What follows belongs to an exercise in optimizing a design on an open flow for small area, a short achievable clock period and few clock cycles per item; a production flow would make more cautious choices. The RTL was checked by simulation tests, not by an equivalence proof against the original design. No activity file was given, so power comes from the tool's default toggle rates.

## run_length_byte_encoder
module run_length_byte_encoder #(
   parameter int LITERAL_MAX = rlbe_pkg::LITERAL_MAX_DEF,
   parameter int REPEAT_MAX  = rlbe_pkg::REPEAT_MAX_DEF,
   parameter int CHUNK_BYTES = rlbe_pkg::CHUNK_BYTES_DEF
) (
   input  wire logic                           clock,
   input  wire logic                           reset,
   input  wire logic                           req_tvalid,
   output logic                                req_tready,
   input  wire logic [7:0]                     req_tdata,
   input  wire logic                           req_tlast,
   output logic                                rsp_tvalid,
   input  wire logic                           rsp_tready,
   output logic [rlbe_pkg::RSP_TDATA_W-1:0]    rsp_tdata,
   output logic                                rsp_tlast,
   output logic                                rsp_tuser
);
==> module rlbe_packer, before the edit <==
module rlbe_packer (
   input  wire logic                           clock,
   input  wire logic                           reset,
   input  wire logic                           emit,
   input  wire logic [7:0]                     c_hdr,
   input  wire logic [7:0]                     c_ta,
   input  wire logic [7:0]                     c_tb,
   input  wire logic                           c_t0z,
   input  wire logic                           c_t1b,
   input  wire logic [1:0]                     c_nt,
   input  wire logic [4:0]                     c_klast,
   input  wire logic [4:0]                     c_trow,
   input  wire logic [2:0]                     c_tlane,
   input  wire logic                           c_user,
   input  wire logic [1023:0]                  rows,
   output logic                                d_v,
   output logic                                d_free,
   output logic                                d_adv,
   output logic                                rsp_tvalid,
   input  wire logic                           rsp_tready,
   output logic [rlbe_pkg::RSP_TDATA_W-1:0]    rsp_tdata,
   output logic                                rsp_tlast,
   output logic                                rsp_tuser
);
   logic [7:0]  d_hdr, d_ta, d_tb, d_t0, d_t1, d_t2;
   logic        d_t0z, d_t1b;
   logic [1:0]  d_nt;
   logic [2:0]  d_tlane;
   logic [3:0]  d_lcnt;
   logic [2:0]  lcnt_m1;
   logic        d_user, d_first;
   logic [4:0]  rem;
   logic [5:0]  tcnt;
   logic        o_v, o_last, o_user;
   logic [63:0] o_data;
   logic [3:0]  o_cnt;
   logic        load, d_last, at_t, at_t1, pre_t;
   logic [63:0] row, chunk;
   logic [15:0] rsel;
   logic        last_ff, at_t_ff, at_t1_ff, pre_t_ff;
   assign d_last = last_ff;
   assign lcnt_m1 = d_tlane + {1'b0, d_nt} - 3'd1;
   assign d_lcnt  = {1'b0, lcnt_m1} + 4'd1;
   assign load   = d_v && (!o_v || rsp_tready);
   assign d_adv  = !o_v || rsp_tready;
   assign d_free = !d_v || (d_last && (!o_v || rsp_tready));
   assign at_t   = at_t_ff;
   assign at_t1  = at_t1_ff;
   assign pre_t  = pre_t_ff;
   always_comb begin
      row = '0;
      for (int r = 0; r < 16; r++)
         row = row | ({64{rsel[r]}} & rows[64*r +: 64]);
   end
   assign d_t0 = d_t0z ? 8'h00 : d_ta;
   assign d_t1 = d_t1b ? d_tb : 8'h01;
   assign d_t2 = d_tb;
   always_comb begin
      for (int j = 0; j < 8; j++) begin
         logic body, s0, s1, s2;
         body = pre_t || (at_t && (3'(j) < d_tlane));
         s0   = at_t && (d_tlane == 3'(j)) && (d_nt != 2'd0);
         s1   = (at_t && (d_tlane == 3'(j - 1)) && (j >= 1) && (d_nt >= 2'd2)) ||
                (at_t1 && (j == 0) && (d_tlane == 3'd7) && (d_nt >= 2'd2));
         s2   = at_t && (d_tlane == 3'(j - 2)) && (j >= 2) && (d_nt == 2'd3);
         if (j == 0 && d_first)
            chunk[8*j +: 8] = d_hdr;
         else
            chunk[8*j +: 8] = ({8{body}} & row[8*j +: 8]) | ({8{s0}} & d_t0) |
                              ({8{s1}} & d_t1) | ({8{s2}} & d_t2);
      end
   end
   always_ff @(posedge clock) begin
      if (reset) begin
         d_v <= 1'b0;
         o_v <= 1'b0;
      end else begin
         if (emit) d_v <= 1'b1;
         else if (load && d_last) d_v <= 1'b0;
         o_v <= load || (o_v && !rsp_tready);
      end
      if (d_free) begin
         d_hdr   <= c_hdr;
         d_ta    <= c_ta;
         d_tb    <= c_tb;
         d_t0z   <= c_t0z;
         d_t1b   <= c_t1b;
         d_nt    <= c_nt;
         d_tlane <= c_tlane;
         d_user  <= c_user;
         d_first <= 1'b1;
         rem     <= c_klast;
         tcnt    <= {1'b0, c_trow};
         last_ff  <= (c_klast == 5'd0);
         at_t_ff  <= (c_trow == 5'd0);
         at_t1_ff <= 1'b0;
         pre_t_ff <= (c_trow != 5'd0);
         rsel    <= 16'd1;
      end else if (load) begin
         d_first <= 1'b0;
         rem     <= rem - 5'd1;
         tcnt    <= tcnt - 6'd1;
         last_ff  <= (rem == 5'd1);
         at_t_ff  <= (tcnt == 6'd1);
         at_t1_ff <= at_t_ff;
         pre_t_ff <= pre_t_ff && (tcnt != 6'd1);
         rsel    <= {rsel[14:0], 1'b0};
      end
      if (load) begin
         o_data <= chunk;
         o_cnt  <= d_last ? d_lcnt : 4'd8;
         o_last <= d_last;
         o_user <= d_last && d_user;
      end
   end
   assign rsp_tvalid = o_v;
   assign rsp_tdata  = {4'd0, o_cnt, o_data};
   assign rsp_tlast  = o_last;
   assign rsp_tuser  = o_user;
endmodule
Settings: LEC_CHECK=0, CAP_MARGIN=20, CORE_MARGIN=2, CORE_UTILIZATION=65, CTS_CLUSTER_DIAMETER=80, CTS_CLUSTER_SIZE=28, PLACE_DENSITY=0.75, SETUP_SLACK_MARGIN=3.6, SLEW_MARGIN=20; clock period 6.0 ns.
run.sh (not shown) runs the stock make flow with config.mk's settings and CLKGATE_MAP_FILE= SYNTH_SCRIPT=/design/flow/synth_recipe.tcl, a recipe that flattens the netlist after the stock synthesis.
The baseline completed with no timing, DRC or antenna violations.
Testbench counts at the start, summed over its fixed seeds: cycles 21,589, items 21,130.
Then changed:
--- a/flow/design.v
+++ b/flow/design.v
@@ -44,12 +44,13 @@
    output logic                                rsp_tuser
 );
    logic [7:0]  d_hdr, d_ta, d_tb, d_t0, d_t1, d_t2;
    logic        d_t0z, d_t1b;
    logic [1:0]  d_nt;
    logic [2:0]  d_tlane;
+   logic [7:0]  d_tl_oh, d_tl_lt;    
    logic [3:0]  d_lcnt;
    logic [2:0]  lcnt_m1;
    logic        d_user, d_first;
    logic [4:0]  rem;
    logic [5:0]  tcnt;
    logic        o_v, o_last, o_user;
@@ -76,17 +77,17 @@
    assign d_t0 = d_t0z ? 8'h00 : d_ta;
    assign d_t1 = d_t1b ? d_tb : 8'h01;
    assign d_t2 = d_tb;
    always_comb begin
       for (int j = 0; j < 8; j++) begin
          logic body, s0, s1, s2;
-         body = pre_t || (at_t && (3'(j) < d_tlane));
-         s0   = at_t && (d_tlane == 3'(j)) && (d_nt != 2'd0);
-         s1   = (at_t && (d_tlane == 3'(j - 1)) && (j >= 1) && (d_nt >= 2'd2)) ||
-                (at_t1 && (j == 0) && (d_tlane == 3'd7) && (d_nt >= 2'd2));
-         s2   = at_t && (d_tlane == 3'(j - 2)) && (j >= 2) && (d_nt == 2'd3);
+         body = pre_t || (at_t && d_tl_lt[j]);
+         s0   = at_t && d_tl_oh[j] && (d_nt != 2'd0);
+         s1   = (j >= 1) ? (at_t && d_tl_oh[(j + 7) % 8] && d_nt[1])
+                         : (at_t1 && d_tl_oh[7] && d_nt[1]);
+         s2   = (j >= 2) && at_t && d_tl_oh[(j + 6) % 8] && (d_nt == 2'd3);
          if (j == 0 && d_first)
             chunk[8*j +: 8] = d_hdr;
          else
             chunk[8*j +: 8] = ({8{body}} & row[8*j +: 8]) | ({8{s0}} & d_t0) |
                               ({8{s1}} & d_t1) | ({8{s2}} & d_t2);
       end
@@ -105,12 +106,16 @@
          d_ta    <= c_ta;
          d_tb    <= c_tb;
          d_t0z   <= c_t0z;
          d_t1b   <= c_t1b;
          d_nt    <= c_nt;
          d_tlane <= c_tlane;
+         for (int j = 0; j < 8; j++) begin
+            d_tl_oh[j] <= (c_tlane == 3'(j));
+            d_tl_lt[j] <= (3'(j) < c_tlane);
+         end
          d_user  <= c_user;
          d_first <= 1'b1;
          rem     <= c_klast;
          tcnt    <= {1'b0, c_trow};
          last_ff  <= (c_klast == 5'd0);
          at_t_ff  <= (c_trow == 5'd0);
Total power went up slightly.
Via count went up slightly.
Final cell count went up slightly.
First-iteration DRC count went up by roughly a tenth.
Global-route usage went down by 0.39 points.
Testbench counts after the change, summed over its fixed seeds: cycles 21,589, items 21,130.

afterwards: timing with drivers on the ports:
The results above use ideal ports. As a check the final layouts listed here were re-extracted and re-timed, cells and wires unchanged.
Step 1: set_driving_cell puts a clkbuf_16 on clock and a buf_2 on each other input, an assumption about the parent block.
Step 2 moves the port delays by t, midway between the first and last clock arrival at a register: inputs arrive t later, outputs are due t later. That takes back most of the time a late clock gives input paths.
Slacks: ideal / step 1 / step 2; pairs: ideal / step 1.
| run | t, ns | setup slack, ns | clock arrival spread, ns |
|---|---|---|---|
| the first run | 0.723 | 3.501 / 3.473 / 3.018 | 0.032 / 0.032 |
| the second run | 0.720 | 3.462 / 3.392 / 3.139 | 0.035 / 0.035 |
After both steps every run listed still meets setup and hold. For the first run, which loses most, drivers alone change the setup slack by -0.028 ns; drivers and shift together by -0.483 ns.
